What follows belongs to an exercise in optimizing a design on an open flow for small area; a production flow would make more cautious choices.
In this exercise RTL edits were held to simulation tests only and were not proved equivalent to the original.
Power is estimated from default activity; no workload was simulated.

**flow/flow/run.sh**
```bash
#!/bin/bash
# Standard ORFS layout, with combinational cells downsized before the
# floorplan, small port buffers and a lighter clock tree.
set -euo pipefail
W=$(pwd)
bash standard.sh \
  "PRE_FLOORPLAN_TCL=$W/flow/downsize.tcl" \
  "BUFFER_PORTS_ARGS=-buffer_cell sky130_fd_sc_hd__buf_1" \
  "CTS_ARGS=-sink_clustering_enable -repair_clock_nets -dont_use_dummy_load -buf_list {sky130_fd_sc_hd__clkbuf_8} -sink_clustering_size 16 -sink_clustering_max_diameter 90" \
  finish > standard.log 2>&1
```
**flow/flow/downsize.tcl**
```tcl
# Before floorplanning: put every combinational cell in its smallest-area
# variant of the same function (synthesis picks larger drive strengths for
# an unknown load; timing repair later sizes up where the layout needs it).
set db [ord::get_db]
set block [ord::get_db_block]
set masters [dict create]
foreach lib [$db getLibs] {
  foreach m [$lib getMasters] {
    set n [$m getName]
    if {[regexp {^(sky130_fd_sc_hd__[a-z0-9]+)_([0-9]+)$} $n -> base sz]} {
      dict lappend masters $base $m
    }
  }
}
set swapped 0
foreach inst [$block getInsts] {
  set m [$inst getMaster]
  set n [$m getName]
  if {![regexp {^(sky130_fd_sc_hd__[a-z0-9]+)_([0-9]+)$} $n -> base sz]} { continue }
  # leave flip-flops, latches, clock and tie cells alone
  if {[regexp {__(df|edf|sdf|dl|clk|conb|tap|fill|decap|buf|dly)} $base]} { continue }
  set best $m
  set area [expr {[$m getWidth] * [$m getHeight]}]
  foreach c [dict get $masters $base] {
    set a [expr {[$c getWidth] * [$c getHeight]}]
    if {$a < $area} { set best $c; set area $a }
  }
  if {$best ne $m} {
    $inst swapMaster $best
    incr swapped
  }
}
puts "downsize: swapped $swapped instances to smaller variants"
```
**flow/standard.sh**
```bash
#!/bin/bash
# synth_recipe.tcl (not shown) runs the flow's synth.tcl, then flattens the netlist and writes it again
# the make line also repeats each setting of config.mk as NAME=value (left out here)
make -C /OpenROAD-flow-scripts/flow DESIGN_CONFIG=/design/flow/config.mk WORK_HOME=/design/flow/orfs CLKGATE_MAP_FILE= SYNTH_SCRIPT=/design/flow/synth_recipe.tcl "${@:-finish}"
```
**flow/config.mk**
```make
export PLATFORM = sky130hd
export DESIGN_NAME = gpio_top
export DESIGN_NICKNAME = gpio_top
export VERILOG_FILES = /design/flow/design.v
export SDC_FILE = /design/flow/constraint.sdc
export NUM_CORES = 4
export LEC_CHECK = 0
export CAP_MARGIN = 0
export CORE_MARGIN = 2
export CORE_UTILIZATION = 39
export SLEW_MARGIN = 0
export SYNTH_HIERARCHICAL = 1
export SYNTH_MINIMUM_KEEP_SIZE = 0
```
**flow/constraint.sdc**
```tcl
create_clock -name core_clock -period 8.0 [get_ports {PCLK}]
set_input_delay 1.6000 -clock core_clock [delete_from_list [all_inputs] [get_ports {PCLK}]]
set_output_delay 1.6000 -clock core_clock [all_outputs]
set_load 0.01 [all_outputs]
```
**flow/design.v**
```verilog
`timescale 1ns/1ps
`default_nettype none
module gpio_g_inv   (input wire a, output logic y); assign y = ~a; endmodule
module gpio_g_and2  (input wire a, b, output logic y); assign y = a & b; endmodule
module gpio_g_and3  (input wire a, b, c, output logic y); assign y = a & b & c; endmodule
module gpio_g_nand2 (input wire a, b, output logic y); assign y = ~(a & b); endmodule
module gpio_g_nand3 (input wire a, b, c, output logic y); assign y = ~(a & b & c); endmodule
module gpio_g_nand4 (input wire a, b, c, d, output logic y); assign y = ~(a & b & c & d); endmodule
module gpio_g_nor2  (input wire a, b, output logic y); assign y = ~(a | b); endmodule
module gpio_g_nor3  (input wire a, b, c, output logic y); assign y = ~(a | b | c); endmodule
module gpio_g_nor4  (input wire a, b, c, d, output logic y); assign y = ~(a | b | c | d); endmodule
module gpio_g_a21oi (input wire a1, a2, b1, output logic y); assign y = ~((a1 & a2) | b1); endmodule
module gpio_g_a22o  (input wire a1, a2, b1, b2, output logic y); assign y = (a1 & a2) | (b1 & b2); endmodule
module gpio_g_a22oi (input wire a1, a2, b1, b2, output logic y); assign y = ~((a1 & a2) | (b1 & b2)); endmodule
module gpio_g_a32o  (input wire a1, a2, a3, b1, b2, output logic y); assign y = (a1 & a2 & a3) | (b1 & b2); endmodule
module gpio_g_a222oi (input wire a1, a2, b1, b2, c1, c2, output logic y);
   assign y = ~((a1 & a2) | (b1 & b2) | (c1 & c2));
endmodule
module gpio_g_mux4 (input wire a0, a1, a2, a3, s0, s1, output logic y);
   assign y = s1 ? (s0 ? a3 : a2) : (s0 ? a1 : a0);
endmodule
module gpio_gdec (
   input  wire        psel_i,
   input  wire        penable_i,
   input  wire        pwrite_i,
   input  wire  [7:0] paddr_i,
   output logic       wr_o,         
   output logic       is_intr_o,    
   output logic       is_gpin_o,    
   output logic       is_gpout_o,   
   output logic       clr_o,        
   output logic       clr_n_o,
   output logic       gp_sel_o,     
   output logic       gp_sel_n_o
);
   logic low_zero, hi_n, a4_n, a5_n;
   gpio_g_nor4  i_low  (.a(paddr_i[0]), .b(paddr_i[1]), .c(paddr_i[2]), .d(paddr_i[3]), .y(low_zero));
   gpio_g_nand2 i_hi   (.a(paddr_i[7]), .b(low_zero), .y(hi_n));    
   gpio_g_inv   i_a4n  (.a(paddr_i[4]), .y(a4_n));
   gpio_g_inv   i_a5n  (.a(paddr_i[5]), .y(a5_n));
   gpio_g_nor4  i_80   (.a(paddr_i[6]), .b(paddr_i[5]), .c(paddr_i[4]), .d(hi_n), .y(is_intr_o));
   gpio_g_nor4  i_90   (.a(paddr_i[6]), .b(paddr_i[5]), .c(a4_n),       .d(hi_n), .y(is_gpin_o));
   gpio_g_nor4  i_a0   (.a(paddr_i[6]), .b(a5_n),       .c(paddr_i[4]), .d(hi_n), .y(is_gpout_o));
   gpio_g_and3  i_wr   (.a(psel_i), .b(penable_i), .c(pwrite_i), .y(wr_o));
   gpio_g_nand2 i_clrn (.a(is_intr_o), .b(wr_o), .y(clr_n_o));
   gpio_g_inv   i_clr  (.a(clr_n_o), .y(clr_o));
   gpio_g_nand2 i_gpn  (.a(is_gpout_o), .b(wr_o), .y(gp_sel_n_o));
   gpio_g_inv   i_gp   (.a(gp_sel_n_o), .y(gp_sel_o));
endmodule
module gpio_sdec (
   input  wire  [7:0]  paddr_i,
   input  wire         wr_i,
   output logic [31:0] slot_o,
   output logic [31:0] sel_n_o
);
   logic [7:2] an;
   logic [7:0] lo_n;    
   logic [3:0] hi_n;    
   for (genvar b = 2; b < 8; b++)
   begin : g_inv
      gpio_g_inv i_inv (.a(paddr_i[b]), .y(an[b]));
   end
   for (genvar j = 0; j < 8; j++)
   begin : g_lo
      gpio_g_nand3 i_lo (
         .a (j & 1 ? paddr_i[2] : an[2]),
         .b (j & 2 ? paddr_i[3] : an[3]),
         .c (j & 4 ? paddr_i[4] : an[4]),
         .y (lo_n[j])
      );
   end
   for (genvar k = 0; k < 4; k++)
   begin : g_hi
      gpio_g_nand3 i_hi (
         .a (an[7]),
         .b (k & 1 ? paddr_i[5] : an[5]),
         .c (k & 2 ? paddr_i[6] : an[6]),
         .y (hi_n[k])
      );
   end
   for (genvar i = 0; i < 32; i++)
   begin : g_slot
      gpio_g_nor2  i_slot (.a(lo_n[i % 8]), .b(hi_n[i / 8]), .y(slot_o[i]));
      gpio_g_nand2 i_seln (.a(slot_o[i]), .b(wr_i), .y(sel_n_o[i]));
   end
endmodule
module gpio_rd_lo (
   input  wire  [31:0] cfg_i,      
   input  wire  [31:0] slot_i,
   input  wire         status_i,
   input  wire         is_intr_i,
   input  wire         level_i,
   input  wire         in_en_i,
   input  wire         is_gpin_i,
   input  wire         gpout_i,
   input  wire         is_gpout_i,
   output logic        prdata_o
);
   logic [10:0] y;
   logic        z_gp, z_lv, p1, p2, p3, q;
   for (genvar g = 0; g < 10; g++)
   begin : g_grp
      gpio_g_a222oi i_ao (
         .a1 (cfg_i[3*g]),   .a2 (slot_i[3*g]),
         .b1 (cfg_i[3*g+1]), .b2 (slot_i[3*g+1]),
         .c1 (cfg_i[3*g+2]), .c2 (slot_i[3*g+2]),
         .y  (y[g])
      );
   end
   gpio_g_a222oi i_ao10 (
      .a1 (cfg_i[30]), .a2 (slot_i[30]),
      .b1 (cfg_i[31]), .b2 (slot_i[31]),
      .c1 (status_i),  .c2 (is_intr_i),
      .y  (y[10])
   );
   gpio_g_nand2 i_gp (.a(gpout_i), .b(is_gpout_i), .y(z_gp));
   gpio_g_nand3 i_lv (.a(level_i), .b(in_en_i), .c(is_gpin_i), .y(z_lv));
   gpio_g_nand4 i_p1 (.a(y[0]), .b(y[1]), .c(y[2]),  .d(y[3]), .y(p1));
   gpio_g_nand4 i_p2 (.a(y[4]), .b(y[5]), .c(y[6]),  .d(y[7]), .y(p2));
   gpio_g_nand4 i_p3 (.a(y[8]), .b(y[9]), .c(y[10]), .d(z_gp), .y(p3));
   gpio_g_nor3  i_q  (.a(p1), .b(p2), .c(p3), .y(q));
   gpio_g_nand2 i_o  (.a(q), .b(z_lv), .y(prdata_o));
endmodule
module gpio_rd_hi (
   input  wire  status_i,
   input  wire  is_intr_i,
   input  wire  level_i,
   input  wire  in_en_i,
   input  wire  is_gpin_i,
   input  wire  gpout_i,
   input  wire  is_gpout_i,
   output logic prdata_o
);
   logic z_sg, z_lv;
   gpio_g_a22oi i_sg (.a1(status_i), .a2(is_intr_i), .b1(gpout_i), .b2(is_gpout_i), .y(z_sg));
   gpio_g_nand3 i_lv (.a(level_i), .b(in_en_i), .c(is_gpin_i), .y(z_lv));
   gpio_g_nand2 i_o  (.a(z_sg), .b(z_lv), .y(prdata_o));
endmodule
module gpio_apb_regs (
   input  wire          PCLK,
   input  wire          aresetn,
   input  wire          psel_i,
   input  wire          penable_i,
   input  wire          pwrite_i,
   input  wire  [7:0]   paddr_i,
   input  wire  [31:0]  pwdata_i,
   input  wire  [31:0]  pin_level_i,
   input  wire  [31:0]  irq_status_i,
   output logic [31:0]  prdata_o,
   output logic [255:0] pin_cfg_o,
   output logic         irq_clr_o,
   output logic         irq_clr_n_o,
   output logic [31:0]  gpio_out_o,
   output logic [31:0]  gpio_oe_o
);
   logic [255:0] cfg_q, cfg_d;
   logic [31:0]  gpout_q, gpout_d;
   logic [31:0]  slot, sel_n;
   logic [7:0]   wdata;    
   logic         wr, is_intr, is_gpin, is_gpout, gp_sel, gp_sel_n;
   logic         gpout_vld;    
   logic         rd_gpout;
   gpio_gdec i_gdec (
      .psel_i     (psel_i),
      .penable_i  (penable_i),
      .pwrite_i   (pwrite_i),
      .paddr_i    (paddr_i),
      .wr_o       (wr),
      .is_intr_o  (is_intr),
      .is_gpin_o  (is_gpin),
      .is_gpout_o (is_gpout),
      .clr_o      (irq_clr_o),
      .clr_n_o    (irq_clr_n_o),
      .gp_sel_o   (gp_sel),
      .gp_sel_n_o (gp_sel_n)
   );
   gpio_sdec i_sdec (
      .paddr_i (paddr_i),
      .wr_i    (wr),
      .slot_o  (slot),
      .sel_n_o (sel_n)
   );
   for (genvar b = 0; b < 8; b++)
   begin : g_wdata
      gpio_g_and2 i_wd (.a(pwdata_i[b]), .b(wr), .y(wdata[b]));
   end
   for (genvar i = 0; i < 32; i++)
   begin : g_pin
      for (genvar b = 0; b < 8; b++)
      begin : g_bit
         gpio_g_a22o i_cfg (
            .a1 (slot[i]),  .a2 (wdata[b]),
            .b1 (sel_n[i]), .b2 (cfg_q[8*i+b]),
            .y  (cfg_d[8*i+b])
         );
      end
      gpio_g_a22o i_gpout (
         .a1 (gp_sel),   .a2 (pwdata_i[i]),
         .b1 (gp_sel_n), .b2 (gpout_q[i]),
         .y  (gpout_d[i])
      );
      gpio_g_and3 i_out (.a(gpout_q[i]), .b(cfg_q[8*i]), .c(gpout_vld), .y(gpio_out_o[i]));
      gpio_g_and2 i_oe  (.a(cfg_q[8*i+2]),  .b(cfg_q[8*i]), .y(gpio_oe_o[i]));
   end
   always_ff @(posedge PCLK or negedge aresetn)
      if (!aresetn)
         cfg_q <= '0;
      else
         cfg_q <= cfg_d;
   always_ff @(posedge PCLK or negedge aresetn)
      if (!aresetn)
         gpout_vld <= 1'b0;
      else
         gpout_vld <= gpout_vld | gp_sel;
   always_ff @(posedge PCLK)
      gpout_q <= gpout_d;
   gpio_g_and2 i_rdgp (.a(is_gpout), .b(gpout_vld), .y(rd_gpout));
   assign pin_cfg_o = cfg_q;
   for (genvar b = 0; b < 32; b++)
   begin : g_rd
      if (b < 8)
      begin : g_lo
         logic [31:0] cfg_bit;
         for (genvar i = 0; i < 32; i++)
         begin : g_c
            assign cfg_bit[i] = cfg_q[8*i+b];
         end
         gpio_rd_lo i_rd (
            .cfg_i      (cfg_bit),
            .slot_i     (slot),
            .status_i   (irq_status_i[b]),
            .is_intr_i  (is_intr),
            .level_i    (pin_level_i[b]),
            .in_en_i    (cfg_q[8*b+1]),
            .is_gpin_i  (is_gpin),
            .gpout_i    (gpout_q[b]),
            .is_gpout_i (rd_gpout),
            .prdata_o   (prdata_o[b])
         );
      end
      else
      begin : g_hi
         gpio_rd_hi i_rd (
            .status_i   (irq_status_i[b]),
            .is_intr_i  (is_intr),
            .level_i    (pin_level_i[b]),
            .in_en_i    (cfg_q[8*b+1]),
            .is_gpin_i  (is_gpin),
            .gpout_i    (gpout_q[b]),
            .is_gpout_i (rd_gpout),
            .prdata_o   (prdata_o[b])
         );
      end
   end
endmodule
`default_nettype wire
`timescale 1ns/1ps
`default_nettype none
module gpio_pin_irq (
   input  wire        clr_i,       
   input  wire        clr_n_i,
   input  wire        mask_i,      
   input  wire  [2:0] int_type_i,
   input  wire        int_en_i,
   input  wire        sync2_i,
   input  wire        level_i,
   input  wire        pos_i,
   input  wire        neg_i,
   input  wire        status_i,
   output logic       pos_d_o,
   output logic       neg_d_o,
   output logic       status_d_o,
   output logic       int_o
);
   logic keep, level_n, fall, int_en_n, t2_n;
   logic pos_n, neg_n, src_lo, none_n, edge_any, int_n;
   gpio_g_nand2 i_keep (.a(clr_i), .b(mask_i), .y(keep));    
   gpio_g_inv   i_lvn  (.a(level_i),  .y(level_n));
   gpio_g_inv   i_ien  (.a(int_en_i), .y(int_en_n));
   gpio_g_inv   i_t2n  (.a(int_type_i[2]), .y(t2_n));
   gpio_g_a22oi i_pos  (.a1(sync2_i), .a2(level_n), .b1(pos_i), .b2(keep), .y(pos_n));
   gpio_g_nor2  i_posd (.a(int_en_n), .b(pos_n), .y(pos_d_o));
   gpio_g_nor2  i_fall (.a(sync2_i), .b(level_n), .y(fall));
   gpio_g_a21oi i_neg  (.a1(neg_i), .a2(keep), .b1(fall), .y(neg_n));
   gpio_g_nor2  i_negd (.a(int_en_n), .b(neg_n), .y(neg_d_o));
   gpio_g_mux4  i_src  (
      .a0 (level_i), .a1 (level_n), .a2 (pos_i), .a3 (neg_i),
      .s0 (int_type_i[0]), .s1 (int_type_i[1]),
      .y  (src_lo)
   );
   gpio_g_nor2  i_none (.a(pos_i), .b(neg_i), .y(none_n));
   gpio_g_nor4  i_any  (.a(t2_n), .b(int_type_i[1]), .c(int_type_i[0]), .d(none_n), .y(edge_any));
   gpio_g_a21oi i_intn (.a1(src_lo), .a2(t2_n), .b1(edge_any), .y(int_n));
   gpio_g_nor2  i_int  (.a(int_en_n), .b(int_n), .y(int_o));
   gpio_g_a32o  i_st   (.a1(clr_i), .a2(keep), .a3(status_i), .b1(clr_n_i), .b2(int_o), .y(status_d_o));
endmodule
module gpio_int_or (
   input  wire  [31:0] int_i,
   output logic        int_or_o
);
   assign int_or_o = |int_i;
endmodule
module gpio_input_monitor (
   input  wire          PCLK,
   input  wire          aresetn,
   input  wire  [31:0]  gpio_in_i,
   input  wire  [255:0] pin_cfg_i,
   input  wire          irq_clr_i,
   input  wire          irq_clr_n_i,
   input  wire  [31:0]  irq_clr_mask_i,
   output logic [31:0]  pin_level_o,
   output logic [31:0]  irq_status_o,
   output logic [31:0]  int_o,
   output logic         int_or_o
);
   logic [31:0] sync1_q, sync2_q, level_q;
   logic [31:0] edge_pos_q, edge_neg_q, status_q;
   logic [31:0] edge_pos_d, edge_neg_d, status_d;
   always_ff @(posedge PCLK or negedge aresetn)
      if (!aresetn)
         sync1_q <= '0;
      else
         sync1_q <= gpio_in_i;
   always_ff @(posedge PCLK)
   begin
      sync2_q    <= sync1_q;
      level_q    <= sync2_q;
      edge_pos_q <= edge_pos_d;
      edge_neg_q <= edge_neg_d;
      status_q   <= status_d;
   end
   for (genvar i = 0; i < 32; i++)
   begin : g_pin
      gpio_pin_irq i_irq (
         .clr_i      (irq_clr_i),
         .clr_n_i    (irq_clr_n_i),
         .mask_i     (irq_clr_mask_i[i]),
         .int_type_i (pin_cfg_i[8*i+5 +: 3]),
         .int_en_i   (pin_cfg_i[8*i+3]),
         .sync2_i    (sync2_q[i]),
         .level_i    (level_q[i]),
         .pos_i      (edge_pos_q[i]),
         .neg_i      (edge_neg_q[i]),
         .status_i   (status_q[i]),
         .pos_d_o    (edge_pos_d[i]),
         .neg_d_o    (edge_neg_d[i]),
         .status_d_o (status_d[i]),
         .int_o      (int_o[i])
      );
   end
   gpio_int_or i_or (.int_i(int_o), .int_or_o(int_or_o));
   assign pin_level_o  = level_q;
   assign irq_status_o = status_q;
endmodule
`default_nettype wire
`timescale 1ns/1ps
`default_nettype none
module gpio_top #(
   parameter int          IO_NUM = 32,
   parameter logic [31:0] IO_VAL = '0
)
(
   input  wire                PCLK,
   input  wire                aresetn,
   input  wire                psel_i,
   input  wire                penable_i,
   input  wire                pwrite_i,
   input  wire  [7:0]         paddr_i,
   input  wire  [31:0]        pwdata_i,
   input  wire  [IO_NUM-1:0]  gpio_in_i,
   output logic [31:0]        prdata_o,
   output logic               pready_o,
   output logic               pslverr_o,
   output logic [IO_NUM-1:0]  int_o,
   output logic               int_or_o,
   output logic [IO_NUM-1:0]  gpio_out_o,
   output logic [IO_NUM-1:0]  gpio_oe_o
);
   logic [255:0] pin_cfg;
   logic         irq_clr, irq_clr_n;
   logic [31:0]  pin_level;
   logic [31:0]  irq_status;
   assign pready_o  = 1'b1;
   assign pslverr_o = 1'b0;
   gpio_apb_regs i_regs (
      .PCLK             (PCLK),
      .aresetn          (aresetn),
      .psel_i           (psel_i),
      .penable_i        (penable_i),
      .pwrite_i         (pwrite_i),
      .paddr_i          (paddr_i),
      .pwdata_i         (pwdata_i),
      .pin_level_i      (pin_level),
      .irq_status_i     (irq_status),
      .prdata_o         (prdata_o),
      .pin_cfg_o        (pin_cfg),
      .irq_clr_o        (irq_clr),
      .irq_clr_n_o      (irq_clr_n),
      .gpio_out_o       (gpio_out_o),
      .gpio_oe_o        (gpio_oe_o)
   );
   gpio_input_monitor i_monitor (
      .PCLK             (PCLK),
      .aresetn          (aresetn),
      .gpio_in_i        (gpio_in_i),
      .pin_cfg_i        (pin_cfg),
      .irq_clr_i        (irq_clr),
      .irq_clr_n_i      (irq_clr_n),
      .irq_clr_mask_i   (pwdata_i),
      .pin_level_o      (pin_level),
      .irq_status_o     (irq_status),
      .int_o            (int_o),
      .int_or_o         (int_or_o)
   );
endmodule
`default_nettype wire
```
==> flow_metrics.tcl, run 1 <==
set metrics [dict create \
    clk_pin_slew_worst_paths_ps 100 \
    cp-endpoint "prdata_o[2]" \
    cp.required_ps 6400 \
    cts_tree "done" \
    maxSlewHeadroom_pct 13.0 \
    cts-resized-gates 0 \
    wl_per_cell_um 26.7 \
    fmax_ghz 0.159 \
    rsz0062_at_grt "false" \
    finalSetupViolations 0 \
    p_per_area_nw_per_um2 192 \
    finalNonFillerCells 2522 \
    crit_fanout 22 \
    skew_ps 48.7 \
    cpMostUsedCell "nand2_1" \
    swShare_pct 25.5 \
    cap_viol_max_count 0 \
    cp-end-kind "primary output" \
    startpoint_type "primary input" \
    busiest_layer "met2" \
    ant_nets 0 \
    diodes 0 \
    dr.pass1.iters 9 \
    vias 16200 \
    cp_num_buf_inv 3 \
    fin_crit_ps 6270 \
    synth_nets 1725 \
    drc_errors 0 \
    reg2reg_slack_ps 6290 \
    drt_wl_total_mm 67.3 \
    via_per_inst 6.41 \
    rr_endpoint "i_monitor.status_q[12]" \
    grt_pass1_vias 15600 \
    setup_tns_ps 0 \
    io_pins 208 \
    dieArea_um2 50400 \
    critPathLaunch "paddr_i[3]" \
    hp-class "flip-flop to flip-flop" \
    cts-root-buf "clkbuf_8" \
    clockPowerShare_pct 28.9 \
    place_inst 2486 \
    slew_violations 0 \
    power.internal_w 0.00303 \
    start_util_pct 39.7 \
    grtUsageMet2_pct 41.4 \
    postCtsSetupRepairBufs 0 \
    hpwl_mm 46.3 \
    vdd_drop_max_mv 0.121 \
    rr_worst_depth 4 \
    leakage_nw 8.83 \
    crit_path_cell_trace "buf_1 > nor4_1 > nand2_1 > nor4_1 > and2_1 > buf_4 > nand2_1 > nand4_1 > nor3_1 > nand2_1 > buf_1" \
    timing.rr.start "i_regs.cfg_q[101]" \
    hold_buffers 0 \
    cts_max_level 2 \
    fin_nets 1986 \
    die_h_um 225 \
    cp.arrival_ps 4670 \
    hold_viol 0 \
    core_area_um2 47800 \
    syn_inst 1648 \
    pwr-share-seq_pct 64.4 \
    rows 80 \
    clockBufferDepth 3 \
    grt_pass1_wl_mm 100 \
    worstMarginPinSlew_ps 1300 \
    clk_latency_ps 640 \
    cts_sinks 481 \
    gr-usage-met1_pct 36.5 \
    initialDrtViolationCount 2039 \
    p_switching_w 0.00104 \
    status "timing/DRC/antenna clean" \
    cp.depth 11 \
    cpMaxStageDelayCell "and2_1" \
    portBuffers 205 \
    fin_crit_sh_pct 78.4 \
    dieWidth_um 225 \
    grt_overflow 0 \
    numCtsBuffers 36 \
    combinationalPowerShare_pct 6.7 \
    crit_type "primary input to primary output" \
    antenna_found_initial 1 \
    grtUsageMet3_pct 5.55 \
    grtUsageTotal_pct 26.4 \
    place_congestion 0.891 \
    ys_warn_count 8 \
    grt_start_max_net_pins 176 \
    critPathTopFamily "simple AND/OR/NAND/NOR gates" \
    cpPeakStageDelay_ps 660 \
    drive_gt1_share_pct 5.14 \
]
per-stage QoR:
stage / setup WS [ps] / util [%] / area, um2 / hold slack [ps] / total power [W]
6_report: 1730 / 44.3 / 21200 / 285 / 0.00407
5_1_grt: 1630 / 44.3 / 21200 / 295 / 0.00423
4_1_cts: 1820 / 44.3 / 21200 / 287 / 0.00410
3_5_place_dp: 1820 / 43.2 / 20700 / 327 / 0.00294
3_3_place_gp: 1810 / 43.2 / 20700 / 325 / 0.00293
2_1_floorplan: 623 / - / 19000 / 324 / 0.00278
layer usage:
metal	up-vias	routed length (um)
met5	-	11
met4	2	2060
met3	119	6350
met2	845	31000
met1	8230	27900
li1	6962	-
layout make-up:
class	count	area (um2)
clock buffers	36	495
fillers	4554	26700
inverters	106	398
multi-input cells	1059	7510
flip-flops and latches	481	11100
well taps	615	769
repair buffers	225	936
worst reg2reg max path: cells and delay by family, from the launching register on:
kind,cells,cell delay (ps)
and+or+nand+nor,1,150
muxes,1,550
AOI/OAI and AO/OA,2,420
DFF,1,490
worst min-delay path by stage:
stage / slack, ps / end / start / depth (start not counted)
3_3_place_gp: 320 / i_monitor.sync2_q[4] / i_monitor.sync1_q[4] / 0
5_1_grt: 300 / i_monitor.sync2_q[6] / i_monitor.sync1_q[6] / 0
6_report: 280 / i_monitor.sync2_q[6] / i_monitor.sync1_q[6] / 0
4_1_cts: 290 / i_monitor.sync2_q[6] / i_monitor.sync1_q[6] / 0
3_5_place_dp: 330 / i_monitor.sync2_q[11] / i_monitor.sync1_q[11] / 0
2_1_floorplan: 320 / i_monitor.sync2_q[0] / i_monitor.sync1_q[0] / 0
registers in the layout, summed over array words and instances, names as in the netlist:
register              count
i_regs.cfg_q            256
i_monitor.edge_neg_q     32
i_monitor.edge_pos_q     32
i_monitor.level_q        32
i_monitor.status_q       32
i_monitor.sync1_q        32
i_monitor.sync2_q        32
i_regs.gpout_q           32
i_regs.gpout_vld          1
cells in the final DEF, fill, tap and decap left out, types with 2 or more instances in the layout:
| cell | n |
|---|---|
| a21oi_1 | 64 |
| a222oi_1 | 88 |
| a22o_1 | 288 |
| a22oi_1 | 56 |
| a32o_1 | 32 |
| and2_1 | 35 |
| and2_2 | 6 |
| and3_1 | 33 |
| buf_1 | 204 |
| buf_4 | 19 |
| clkbuf_8 | 36 |
| conb_1 | 2 |
| dfrtp_1 | 289 |
| dfxtp_1 | 192 |
| inv_1 | 105 |
| mux4_2 | 32 |
| nand2_1 | 107 |
| nand3_1 | 44 |
| nand4_1 | 26 |
| nor2_1 | 192 |
| nor3_1 | 8 |
| nor4_1 | 42 |
| nor4_2 | 2 |
| or2_1 | 2 |
power groups by stage:
| stage | Combinational, W | Sequential [W] | Clock [W] |
|---|---|---|---|
| floorplan | 0.000161 | 0.00262 | 0 |
| global placement | 0.000266 | 0.00267 | 0 |
| detailed placement | 0.000272 | 0.00267 | 0 |
| CTS | 0.000273 | 0.00262 | 0.00122 |
| global route | 0.000299 | 0.00263 | 0.00130 |
| finish | 0.000272 | 0.00262 | 0.00118 |
==> run 2, diff against run 1 <==
--- a/flow/config.mk
+++ b/flow/config.mk
@@ -9,3 +9,3 @@
 export CORE_MARGIN = 2
-export CORE_UTILIZATION = 39
+export CORE_UTILIZATION = 45
 export SLEW_MARGIN = 0
==> run 2 against run 1 <==
- clock power about the same
- global-route usage grew 2.3 points
- critical path depth down 3
- first-iteration DRC count rose by 8.2%
- worst setup slack improved by 160 ps
- cell area shrank 0.13%
==> flow_metrics.tcl, run 2 <==
set metrics [dict create \
    status "timing/DRC/antenna clean" \
    cts-root-buf "clkbuf_8" \
    vias 15900 \
    cp.required_ps 6400 \
    cts-resized-gates 0 \
    p_per_area_nw_per_um2 192 \
    drt-met1-wl_mm 27.5 \
    cts_tree "done" \
    postCtsSetupRepairBufs 0 \
    hold_buffers 0 \
    fin_nets 1995 \
    grtUsageTotal_pct 28.6 \
    initialDrtViolationCount 2206 \
    clk_pin_slew_worst_paths_ps 100 \
    setup_tns_ps 0 \
    cp-end-kind "primary output" \
    rows 75 \
    antenna_found_initial 0 \
    portBuffers 205 \
    clk_latency_ps 630 \
    place_inst 2419 \
    grt_pass1_vias 15200 \
    cts_sinks 481 \
    layout_common_cells "dfrtp_1 (289), a22o_1 (288), buf_1 (204), nor2_1 (192), dfxtp_1 (192)" \
    start_util_pct 45.4 \
    startpoint_type "primary input" \
    dieArea_um2 43800 \
    drt_wl_total_mm 63.8 \
    dr.pass1.iters 10 \
    fin_crit_ps 6110 \
    fill_cells 3796 \
    hold_viol 0 \
    rsz0062_at_grt "false" \
    synth_nets 1725 \
    design_area_um2 21200 \
    place_congestion 0.941 \
    diodes 0 \
    grt_pass1_wl_mm 95.6 \
    wl_per_cell_um 26.0 \
    cap_viol_max_count 0 \
    fmax_ghz 0.164 \
    drc_errors 0 \
    fin_crit_sh_pct 76.4 \
    finalSetupViolations 0 \
    maxSlewHeadroom_pct 5.76 \
    grt_overflow 0 \
    largest_register_ffs 256 \
    wl_met3_mm 5.40 \
    via_per_inst 6.46 \
    vdd_drop_max_mv 0.138 \
    final_common_cell "dfrtp_1" \
    crit_fanout 17 \
    die_h_um 209 \
    top_register "i_regs.cfg_q" \
    numCtsBuffers 36 \
    finalNonFillerCells 2455 \
    cts_max_level 2 \
    slew_violations 0 \
    met2_length_mm 28.9 \
    cp.arrival_ps 4510 \
    io_pins 208 \
    skew_ps 48.2 \
    hp-class "flip-flop to flip-flop" \
    crit_type "primary input to primary output" \
    hpwl_mm 44.2 \
    worstMarginPinSlew_ps 1410 \
    drive_gt1_share_pct 5.58 \
    place_area_um2 20700 \
    ys_warn_count 8 \
    syn_inst 1648 \
    grt_start_max_net_pins 149 \
    dieWidth_um 209 \
    core_area_um2 41800 \
    clockBufferDepth 3 \
    leakage_nw 8.88 \
    ant_nets 0 \
    routed.top_layer "met4" \
]
## run 2: cell types whose count changed in the layout (fill, tap and decap cells not counted), sizes merged
| cell | delta |
|---|---|
| buf | +9 |
## run 2: worst max-delay path: stages
cell and delay (ps):
buf_1 290, nand3_1 390, nor2_1 1170, a222oi_1 340, nand4_1 280, nor3_1 110, nand2_1 130, buf_1 190
## run 2: report_power, final
part	internal (W)	switching, W
sequential	0.00251	0.0000995
clock	0.000407	0.000772
combinational	0.000111	0.000159
## run 2: layer usage
layer	vias up	track usage, %
li1	6968	-
met1	8023	41.4
met2	756	43.9
met3	108	5.27
met4	0	9.06
met5	-	0
## run 2: path summary, 6_finish.rpt
path	start	endpoint	slack (ps)	depth (start not counted)
max	paddr_i[5]	prdata_o[0]	1890	8
min	i_monitor.sync2_q[10]	i_monitor.level_q[10]	310	0
max reg2reg	i_regs.cfg_q[133]	i_monitor.status_q[16]	6280	4
min reg2reg	i_monitor.sync2_q[10]	i_monitor.level_q[10]	310	0
max in group asynchronous	aresetn	i_regs.cfg_q[156]	5470	2
min in group asynchronous	aresetn	i_monitor.sync1_q[9]	1100	1
## run 2: final cells by class
class	instances	area [um2]	share of cell area [%]
clock buffers	36	495	2.34
inverters	106	398	1.88
multi-input cells	1059	7510	35.5
flip-flops and latches	481	11100	52.4
well taps	539	674	3.19
repair buffers	234	1000	4.74
## run 2: metrics by stage
stage,worst slack (ps),utilization (%),hold slack (ps),power [W]
floorplan,623,-,324,0.00278
global placement,2060,49.5,326,0.00292
detailed placement,2010,49.5,327,0.00293
CTS,2000,50.7,319,0.00409
global route,1790,50.7,314,0.00422
finish,1890,50.7,314,0.00406
==> run 3, diff against run 2 <==
--- a/flow/config.mk
+++ b/flow/config.mk
@@ -9,3 +9,3 @@
 export CORE_MARGIN = 2
-export CORE_UTILIZATION = 45
+export CORE_UTILIZATION = 55
 export SLEW_MARGIN = 0
==> run 3 against run 2 <==
- still clean
- power fell by 0.62%
- flip-flop and latch count stayed put
- clock power is essentially flat
- synthesized cell count is the same
- routed wire length shrank 3.0%
- worst setup slack got worse by 54 ps
- combinational power is 1% lower
- clock-buffer cell count did not move
- largest cell class unchanged
- largest power group unchanged
==> flow_metrics.tcl, run 3 <==
set metrics [dict create \
    status "timing/DRC/antenna clean" \
    cpMostUsedCell "buf_1" \
    drt_wl_total_mm 61.9 \
    cts_max_level 2 \
    io_pins 208 \
    cap_viol_max_count 0 \
    crit_fanout 17 \
    cp.required_ps 6400 \
    startpoint_type "primary input" \
    antenna_found_initial 0 \
    grt_pass1_vias 15200 \
    worstHoldStart "i_monitor.sync1_q[2]" \
    rsz0062_at_grt "false" \
    fin_crit_sh_pct 77.1 \
    numCtsBuffers 36 \
    clockBufferDepth 3 \
    core_area_um2 34300 \
    initialDrtViolationCount 2302 \
    cts-resized-gates 0 \
    cp-end-kind "primary output" \
    via_per_inst 6.77 \
    clk_pin_slew_worst_paths_ps 100 \
    wl_per_cell_um 26.1 \
    cp.arrival_ps 4570 \
    rows 68 \
    hold_slack_ps 342 \
    place_congestion 0.910 \
    maxSlewHeadroom_pct 7.78 \
    dieArea_um2 36000 \
    portBuffers 205 \
    rr_endpoint "i_monitor.status_q[16]" \
    finalNonFillerCells 2368 \
    grt_overflow 0 \
    top_register "i_regs.cfg_q" \
    postCtsSetupRepairBufs 0 \
    cts_sinks 481 \
    cpMaxStageDelayCell "nor2_1" \
    leakage_nw 8.86 \
    fin_crit_ps 6170 \
    start_util_pct 55.3 \
    drive_gt1_share_pct 5.49 \
    crit_path_cell_trace "buf_1 > nand3_1 > nor2_1 > a222oi_1 > nand4_1 > nor3_1 > nand2_1 > buf_1" \
    dieWidth_um 190 \
    critPathTopFamily "simple AND/OR/NAND/NOR gates" \
    syn_inst 1648 \
    final_common_cell "dfrtp_1" \
    cts-root-buf "clkbuf_8" \
    cp_num_buf_inv 2 \
    synth_nets 1725 \
    drc_errors 0 \
    p_per_area_nw_per_um2 192 \
    fill_cells 2906 \
    grt_pass1_wl_mm 93.3 \
    hp-class "flip-flop to flip-flop" \
    setup_tns_ps 0 \
    rr_worst_depth 4 \
    diodes 0 \
    fmax_ghz 0.162 \
    skew_ps 40.7 \
    die_h_um 190 \
    vdd_drop_max_mv 0.171 \
    hold_viol 0 \
    place_inst 2332 \
    power.total_w 0.00404 \
    clk_latency_ps 610 \
    hold_buffers 0 \
    vias 16000 \
    grtUsageTotal_pct 34.3 \
    ys_warn_count 8 \
    dr.pass1.iters 9 \
    crit_type "primary input to primary output" \
    hpwl_mm 42.0 \
    cpPeakStageDelay_ps 1130 \
    finalSetupViolations 0 \
    ant_nets 0 \
    grt_start_max_net_pins 153 \
    largest_register_ffs 256 \
    fin_nets 1992 \
    timing.rr.start "i_regs.cfg_q[133]" \
    layout_common_cells "dfrtp_1 (289), a22o_1 (288), buf_1 (204), nor2_1 (192), dfxtp_1 (192)" \
    slew_violations 0 \
    holdPathEnd "i_monitor.sync2_q[2]" \
    reg2reg_slack_ps 6360 \
    worstMarginPinSlew_ps 1380 \
    cts_tree "done" \
    hold_depth 0 \
]
## run 3: cell count changes in the layout (fill, tap and decap cells not counted)
| cell | delta |
|---|---|
| and2_1 | -1 |
| buf_4 | -3 |
| and2_2 | +1 |
## run 3: routing by layer
layer,routed length [um],up-vias,global-route usage [%]
met2,27700,888,51.9
met3,5720,141,5.37
li1,-,6976,-
met4,2310,0,13.3
met1,26100,8016,50.0
met5,0,-,0
## run 3: area by class of cell
class	instances	area, um2	share of cell area [%]
clock buffers	36	495	2.36
well taps	455	569	2.71
multi-input cells	1059	7510	35.7
flip-flops and latches	481	11100	52.7
repair buffers	231	981	4.66
inverters	106	398	1.89
## run 3: report_power, final
part | switching, W | total, W | internal (W)
Sequential | 0.000100 | 0.00261 | 0.00251
Combinational | 0.000156 | 0.000267 | 0.000111
Clock | 0.000750 | 0.00116 | 0.000407
Total | 0.00101 | 0.00404 | 0.00303
## run 3: worst max-delay path by stage
stage / from / end / slack (ps) / depth (start not counted)
floorplan: paddr_i[1] / i_monitor.status_q[0] / 620 / 7
global placement: paddr_i[5] / prdata_o[3] / 2000 / 8
detailed placement: paddr_i[5] / prdata_o[3] / 1990 / 8
CTS: paddr_i[5] / prdata_o[3] / 1990 / 8
global route: paddr_i[5] / prdata_o[2] / 1740 / 8
finish: paddr_i[5] / prdata_o[3] / 1830 / 8
## run 3: metrics by stage
step	util [%]	setup WS, ps	cell area, um2
floorplan	-	623	19000
global route	61.3	1740	21000
CTS	61.3	1990	21000
detailed placement	59.9	1990	20500
global placement	59.9	2000	20500
finish	61.3	1830	21000
==> run 4, diff against run 3 <==
--- a/flow/config.mk
+++ b/flow/config.mk
@@ -9,3 +9,4 @@
 export CORE_MARGIN = 2
-export CORE_UTILIZATION = 55
+export CORE_UTILIZATION = 50
+export GPL_TIMING_DRIVEN = 0
 export SLEW_MARGIN = 0
==> run 4 against run 3 <==
- still clean
- sequential power about the same
- flip-flop and latch count is the same
- core utilization is 4.3 points lower
- critical path depth is the same
- sequential share of layout area down 0.83 points
- worst hold slack lost 63 ps
- register-to-register slack improved by 30 ps
- clock power about the same
- clock skew increased by 15 ps
- critical path type unchanged
- critical endpoint is now prdata_o[2]
- highest routed layer is now met5
==> flow_metrics.tcl, run 4 <==
set metrics [dict create \
    status "timing/DRC/antenna clean" \
    dieWidth_um 199 \
    io_pins 208 \
    hpwl_mm 44.1 \
    maxSlewHeadroom_pct 14.7 \
    drc_errors 0 \
    dieArea_um2 39500 \
    fin_nets 1997 \
    grt_start_max_net_pins 41 \
    fmax_ghz 0.160 \
    cts_sinks 481 \
    busiest_layer "met2" \
    place_area_um2 20900 \
    skew_ps 55.9 \
    cts_max_level 2 \
    cp.required_ps 6400 \
    rr_worst_depth 4 \
    fin_crit_ps 6230 \
    largest_register_ffs 256 \
    vias 15900 \
    grtUsageMet2_pct 49.7 \
    setup_tns_ps 0 \
    antenna_found_initial 1 \
    leakage_nw 8.95 \
    design_area_um2 21400 \
    clk_latency_ps 610 \
    dr.pass1.iters 14 \
    core_area_um2 37500 \
    worstMarginPinSlew_ps 1280 \
    finalSetupViolations 0 \
    crit_fanout 17 \
    startpoint_type "primary input" \
    slew_violations 0 \
    ant_nets 0 \
    die_h_um 199 \
    hp-class "flip-flop to flip-flop" \
    drive_gt1_share_pct 6.10 \
    via_per_inst 6.56 \
    gr-usage-met1_pct 45.8 \
    cts_tree "done" \
    critPathLaunch "paddr_i[5]" \
    rr_endpoint "i_monitor.status_q[2]" \
    clockBufferDepth 3 \
    numCtsBuffers 36 \
    top_register "i_regs.cfg_q" \
    rows 71 \
    grtUsageMet3_pct 5.17 \
    cts-resized-gates 0 \
    grt_pass1_wl_mm 93.9 \
    ys_warn_count 8 \
    hold_depth 0 \
    cp.arrival_ps 4630 \
    vdd_drop_max_mv 0.145 \
    p_per_area_nw_per_um2 190 \
    place_congestion 0.853 \
    reg2reg_slack_ps 6390 \
    diodes 0 \
    portBuffers 205 \
    hold_viol 0 \
    synth_nets 1725 \
    grt_pass1_vias 15000 \
    rsz0062_at_grt "false" \
    initialDrtViolationCount 1953 \
    cap_viol_max_count 0 \
    start_util_pct 50.6 \
    grtUsageTotal_pct 32.0 \
    hold_buffers 0 \
    crit_type "primary input to primary output" \
    fin_crit_sh_pct 77.9 \
    clk_pin_slew_worst_paths_ps 100 \
    fill_cells 3353 \
    timing.rr.start "i_regs.cfg_q[21]" \
    cts-root-buf "clkbuf_8" \
    layout_common_cells "a22o_1 (288), dfrtp_1 (288), buf_1 (204), nor2_1 (192), dfxtp_1 (192)" \
    grt_overflow 0 \
    wl_per_cell_um 25.9 \
    cp-endpoint "prdata_o[2]" \
    syn_inst 1648 \
    postCtsSetupRepairBufs 0 \
    cp-end-kind "primary output" \
    drt_wl_total_mm 63.0 \
]
==> run 4: routing by layer <==
layer	up-vias	wire [um]
met5	-	8
li1	6978	-
met1	8101	27300
met2	722	28900
met4	2	2230
met3	141	4580
==> run 4: critical path, cell delays in order <==
cell and delay, ps:
buf_1 270, nand3_1 460, nor2_1 1090, a222oi_1 450
nand4_1 330, nor3_1 90, nand2_1 160, buf_1 170
==> run 4: layout make-up <==
| type | count | area, um2 | share of cell area, % |
|---|---|---|---|
| inverters | 106 | 398 | 1.86 |
| well taps | 511 | 639 | 2.99 |
| repair buffers | 234 | 1230 | 5.74 |
| flip-flops and latches | 481 | 11100 | 51.8 |
| plain buffers | 2 | 15.0 | 0.0703 |
| multi-input cells | 1059 | 7520 | 35.2 |
| clock buffers | 36 | 495 | 2.32 |
==> run 4: worst min path at each step <==
stage	start	endpoint	slack [ps]
final	i_monitor.sync1_q[9]	i_monitor.sync2_q[9]	280
after global routing	i_monitor.sync1_q[9]	i_monitor.sync2_q[9]	280
after CTS	i_monitor.sync1_q[9]	i_monitor.sync2_q[9]	280
after detailed placement	i_monitor.sync1_q[29]	i_monitor.sync2_q[29]	330
after global placement	i_monitor.sync1_q[8]	i_monitor.sync2_q[8]	320
after floorplan	i_monitor.sync1_q[0]	i_monitor.sync2_q[0]	320
==> run 4: stage by stage <==
stage               setup slack [ps]  util (%)  hold WS [ps]  instances  power (W)
floorplan                        623         -           324       1648    0.00278
global placement               -9850      54.4           324       2364    0.00291
detailed placement              1910      55.7           328       2393    0.00294
CTS                             1900      57.0           282       2429    0.00410
global route                    1710      57.0           284       2429    0.00423
finish                          1770      57.0           278       2429    0.00407
==> run 4: power by group <==
part / leakage [nW] / internal (W) / switching (W) / total [W]
Combinational: 3.20 / 0.000120 / 0.000159 / 0.000280
Clock: 0.259 / 0.000407 / 0.000775 / 0.00118
Sequential: 5.49 / 0.00251 / 0.0000944 / 0.00261
Total: 8.95 / 0.00304 / 0.00103 / 0.00407
==> run 5, diff against run 4 <==
--- a/flow/config.mk
+++ b/flow/config.mk
@@ -10,3 +10,2 @@
 export CORE_UTILIZATION = 50
-export GPL_TIMING_DRIVEN = 0
 export SLEW_MARGIN = 0
==> run 5 against run 4 <==
- worst setup slack better by 42 ps
- cell area down 1.4%
- combinational power down 4%
- synthesized cell count unchanged
- critical endpoint is now prdata_o[5]
- largest cell class unchanged
- largest power group unchanged
==> flow_metrics.tcl, run 5 <==
set metrics [dict create \
    syn_inst 1648 \
    worstMarginPinSlew_ps 1380 \
    hold_buffers 0 \
    setup_tns_ps 0 \
    fin_crit_sh_pct 77.4 \
    clk_pin_slew_worst_paths_ps 100 \
    cts_max_level 2 \
    rsz0062_at_grt "false" \
    grt_start_max_net_pins 76 \
    layout_common_cells "dfrtp_1 (289), a22o_1 (288), buf_1 (204), nor2_1 (192), dfxtp_1 (192)" \
    hp-class "flip-flop to flip-flop" \
    cap_viol_max_count 0 \
    drc_errors 0 \
    final_common_cell "dfrtp_1" \
    wl_per_cell_um 26.3 \
    cp.arrival_ps 4590 \
    holdPathEnd "i_monitor.sync2_q[20]" \
    hpwl_mm 43.6 \
    cts-root-buf "clkbuf_8" \
    cts_sinks 481 \
    postCtsSetupRepairBufs 0 \
    place_inst 2386 \
    start_util_pct 50.6 \
    hold_depth 0 \
    worstHoldStart "i_monitor.sync1_q[20]" \
    portBuffers 205 \
    antenna_found_initial 2 \
    clockBufferDepth 3 \
    drive_gt1_share_pct 5.34 \
    cp-end-kind "primary output" \
    drt_wl_total_mm 63.7 \
    largest_register_ffs 256 \
    top_register "i_regs.cfg_q" \
    leakage_nw 8.84 \
    hold_slack_ps 337 \
    vdd_drop_max_mv 0.135 \
    rr_worst_depth 4 \
    p_per_area_nw_per_um2 192 \
    utilization_pct 56.2 \
    cts_tree "done" \
    finalNonFillerCells 2422 \
    place_congestion 0.902 \
    hold_viol 0 \
    status "timing/DRC/antenna clean" \
    fin_nets 1990 \
    initialDrtViolationCount 2113 \
    diodes 0 \
    synth_nets 1725 \
    critPathLaunch "paddr_i[3]" \
    grt_pass1_wl_mm 94.4 \
    numCtsBuffers 36 \
    dr.pass1.iters 10 \
    crit_type "primary input to primary output" \
    cp.required_ps 6400 \
    grtUsageTotal_pct 32.1 \
    maxSlewHeadroom_pct 7.95 \
    startpoint_type "primary input" \
    clk_latency_ps 630 \
    vias 15900 \
    dieArea_um2 39500 \
    fmax_ghz 0.162 \
    finalSetupViolations 0 \
    timing.rr.start "i_regs.cfg_q[77]" \
    ys_warn_count 8 \
    crit_fanout 21 \
    cts-resized-gates 0 \
    fill_cells 3368 \
    core_area_um2 37500 \
    die_h_um 199 \
    ant_nets 0 \
    skew_ps 62.6 \
    grt_overflow 0 \
    slew_violations 0 \
    via_per_inst 6.57 \
    dieWidth_um 199 \
    fin_crit_ps 6190 \
    rows 71 \
    reg2reg_slack_ps 6340 \
    rr_endpoint "i_monitor.status_q[9]" \
    io_pins 208 \
    grt_pass1_vias 15100 \
]
[run 5: routing by layer]
layer,track usage (%),wire length (um)
met5,0,13
met2,50.0,29200
met4,10.5,2090
met3,6.51,5350
met1,45.1,27100
[run 5: how the worst max path moves through the flow]
stage / to / slack, ps / cells after the start
floorplan: i_monitor.status_q[0] / 620 / 7
detailed placement: prdata_o[5] / 1920 / 10
global placement: prdata_o[5] / 1860 / 10
CTS: prdata_o[5] / 1910 / 10
finish: prdata_o[5] / 1810 / 10
global route: prdata_o[5] / 1690 / 10
[run 5: cell type report]
type / count / area, um2 / area share (%)
inverters: 106 / 398 / 1.89
multi-input cells: 1059 / 7510 / 35.6
well taps: 511 / 639 / 3.03
clock buffers: 36 / 495 / 2.35
flip-flops and latches: 481 / 11100 / 52.6
repair buffers: 229 / 953 / 4.52
[run 5: worst max-delay path, stage by stage]
cell     delay (ps)
buf_1           170
nor4_1          250
nand2_1         150
nor4_1          310
and2_1         1080
nand2_1         260
nand4_1         330
nor3_1          140
nand2_1         120
buf_1           160
[run 5: stage by stage]
stage / instance area, um2 / power (W) / setup slack [ps]
after floorplan: 19000 / 0.00278 / 623
after global placement: 20600 / 0.00293 / 1860
after detailed placement: 20600 / 0.00293 / 1920
after CTS: 21100 / 0.00408 / 1910
after global routing: 21100 / 0.00420 / 1690
final: 21100 / 0.00405 / 1810
[run 5: power by group]
group	leakage, nW	internal, W	switching (W)	total, W
clock network	0.259	0.000407	0.000763	0.00117
registers	5.49	0.00251	0.000101	0.00261
logic	3.09	0.000110	0.000157	0.000268

afterwards: timing with drivers on the ports:
The results above use ideal ports. As a check the final layouts listed here were re-extracted and re-timed, cells and wires unchanged.
Step 1 (the two cells are an assumption about what drives the block):
set clk [get_ports {PCLK}]
set_driving_cell -lib_cell sky130_fd_sc_hd__clkbuf_16 $clk
set_driving_cell -lib_cell sky130_fd_sc_hd__buf_2 [delete_from_list [all_inputs] $clk]
Step 2 also shifts input and output timing later by t, the mid clock arrival at the registers, as if the neighbouring blocks saw the same clock.
Three values: ideal, step 1, step 2; two values: the first two.
run	t (ns)	setup WS [ns]	worst register clock-pin slew, ns	pins driven straight from the clock port
run 1	0.666	1.728 / 1.708 / 1.708	0.11 / 0.11	1
run 2	0.657	1.887 / 1.864 / 1.864	0.11 / 0.11	1
run 3	0.618	1.834 / 1.805 / 1.805	0.11 / 0.11	1
run 4	0.645	1.768 / 1.740 / 1.740	0.11 / 0.11	1
run 5	0.654	1.810 / 1.785 / 1.785	0.11 / 0.11	1
After both steps setup and hold are still met in every run listed. For run 3, which loses most, drivers alone change the setup slack by -0.029 ns; drivers and shift together by -0.029 ns.
